From an optimization exercise on the open Yosys and OpenROAD flow, aimed at small area, a short achievable clock period and few clock cycles per item; shortcuts taken in it are not production practice.
In this exercise RTL edits were held to simulation tests only and were not proved equivalent to the original.

## v6
// mmt_top
module mmt_top (
	input  logic clk,
	input  logic rst_n,
	input  logic in_valid,
	input  logic in_valid2,
	input  mmt_pkg::elem_t matrix,
	input  mmt_pkg::mat_idx_t matrix_idx,
	input  mmt_pkg::mode_t mode,
	output logic out_valid,
	output mmt_pkg::acc_t out_value
);
Size in the first run: ~1200 flip-flops, about 80000 µm² of cells after synthesis.
export LEC_CHECK = 0
export CAP_MARGIN = 20
export CORE_MARGIN = 2
export CORE_UTILIZATION = 40
export SETUP_SLACK_MARGIN = 4.3
export SLEW_MARGIN = 20
create_clock -name core_clock -period 8.0 [get_ports {clk}]
standard.sh (not shown) runs the stock make flow with config.mk's settings and CLKGATE_MAP_FILE= SYNTH_SCRIPT=/design/flow/synth_recipe.tcl, a recipe that flattens the netlist after the stock synthesis.
==> flow/flow/run.sh <==
#!/bin/bash
# Layout flow: the standard flow (standard.sh, ORFS to finish) with one
# change to synthesis: Yosys's synth runs with -noabc, which skips its quick
# ABC pass before full-adder extraction (that pass leaves an inverter between
# most of the adder cells). Registers and everything after synthesis are as
# in the standard flow. Tool output goes to flow_make.log here and to ORFS's
# own logs under orfs/logs.
set -euo pipefail
sed '1s/yosys synth -nofsm -noshare/yosys synth -nofsm -noshare -noabc/' synth_recipe.tcl > flow_synth.tcl
grep -q -- '-noabc' flow_synth.tcl
sed "s#SYNTH_SCRIPT=[^ ]*#SYNTH_SCRIPT=$PWD/flow_synth.tcl#" standard.sh > flow_standard.sh
grep -q "SYNTH_SCRIPT=$PWD/flow_synth.tcl" flow_standard.sh
bash flow_standard.sh > flow_make.log 2>&1
v6 finished end to end and its layout was clean on timing, DRC and antenna.
Testbench counts of v6, summed over its fixed seeds: cycles 5,196, queries 576.
Modified inputs, v7 compared to v6
Settings: changing SETUP_SLACK_MARGIN from 4.3 to 4.7.
## What came out
In the metrics for v7 and v6, the one carrying the lower number of standard cells in the layout, taps in and fillers out is v6.
v7 has final design utilization above what v6 had.
The higher layout-stage area growth over the synthesis result came out of v7.
Relative to v6, arrival time of data at the critical path endpoint has decreased by 0.20 ns in v7.
Comparing v7 and v6, sequential standard cell area is lower on v6.
As of v7, global-route wire length before repair had risen by a few percent compared to v6.
The higher final routed wirelength across all metal layers came out of v7.
In v7, critical path depth is higher than in v6.

* * *

Setup of red:
Another version of the RTL of mmt_top (not shown whole).
Size: about 6,800 cells after synthesis, ~70 I/O pins.
==> flow/config.mk <==
export PLATFORM = sky130hd
export DESIGN_NAME = mmt_top
export DESIGN_NICKNAME = mmt_top
export VERILOG_FILES = /design/flow/design.v
export SDC_FILE = /design/flow/constraint.sdc
export NUM_CORES = 4
export LEC_CHECK = 0
export CAP_MARGIN = 20
export CORE_MARGIN = 2
export CORE_UTILIZATION = 40
export SETUP_SLACK_MARGIN = 4.1
export SLEW_MARGIN = 20
==> flow/constraint.sdc <==
create_clock -name core_clock -period 8.0 [get_ports {clk}]
set_input_delay 1.6000 -clock core_clock [delete_from_list [all_inputs] [get_ports {clk}]]
set_output_delay 1.6000 -clock core_clock [all_outputs]
set_load 0.01 [all_outputs]
Scripts as last shown in full above: flow/flow/run.sh
Testbench counts of red, summed over its fixed seeds: cycles 5,196, queries 576.
## Diff of input files: blue against red
==> flow/run.sh (new file) <==
#!/bin/bash
# synth_recipe.tcl (not shown) runs the flow's synth.tcl, then flattens the netlist and writes it again
# the make line also repeats each setting of config.mk as NAME=value (left out here)
make -C /OpenROAD-flow-scripts/flow DESIGN_CONFIG=/design/flow/config.mk WORK_HOME=/design/flow/orfs CLKGATE_MAP_FILE= SYNTH_SCRIPT=/design/flow/synth_recipe.tcl finish
--- a/flow/config.mk
+++ b/flow/config.mk
@@ -9,4 +9,4 @@
 export CORE_MARGIN = 2
 export CORE_UTILIZATION = 40
-export SETUP_SLACK_MARGIN = 4.1
+export SETUP_SLACK_MARGIN = 4.3
 export SLEW_MARGIN = 20
removed: flow/flow/run.sh
removed: flow/standard.sh
## What came out
Post-layout net count: blue higher than red
Measured against each other, blue and red differ in synthesis-to-finish area growth, the higher figure coming from blue.
Looking at portion of the clock cycle consumed by the worst path in the final layout, blue sits 0.68 points above red.
Relative to red, clock network area share decreased by 0.26 points in blue.
red has a lower worst clock skew than blue.
Comparing utilization for blue and red, the smaller number came from red.
Comparing blue and red, the higher worst hold slack is on blue.
The final layouts of blue and red pass the timing, design-rule and antenna checks.

separate check: timing with driven ports:
Ports are ideal in the flow. The routed layouts listed here were re-timed in OpenROAD.
Step 1, drivers: a clkbuf_16 drives clk and a buf_2 each remaining input, both assumed.
Step 2 times the ports against the registers' clock, not the clock port: input delays grow and output delays shrink by t, the midpoint of the rising clock arrivals with the driver on.
Three values: ideal, step 1, step 2; two values: the first two.
| run | t (ns) | setup slack, ns | hold slack, ns | worst register clock-pin slew, ns |
|---|---|---|---|---|
| v6 | 0.875 | 4.320 / 4.318 / 3.715 | 0.305 / 0.305 / 0.305 | 0.08 / 0.08 |
| v7 | 0.853 | 4.606 / 4.606 / 4.094 | 0.347 / 0.347 / 0.347 | 0.08 / 0.08 |
| red | 0.885 | 4.101 / 4.101 / 3.293 | 0.350 / 0.350 / 0.350 | 0.07 / 0.07 |
| blue | 0.881 | 4.046 / 4.046 / 3.581 | 0.359 / 0.359 / 0.359 | 0.07 / 0.07 |
After both steps every run listed still meets setup and hold. For red, which loses most, drivers alone change the setup slack by 0.000 ns; drivers and shift together by -0.808 ns.
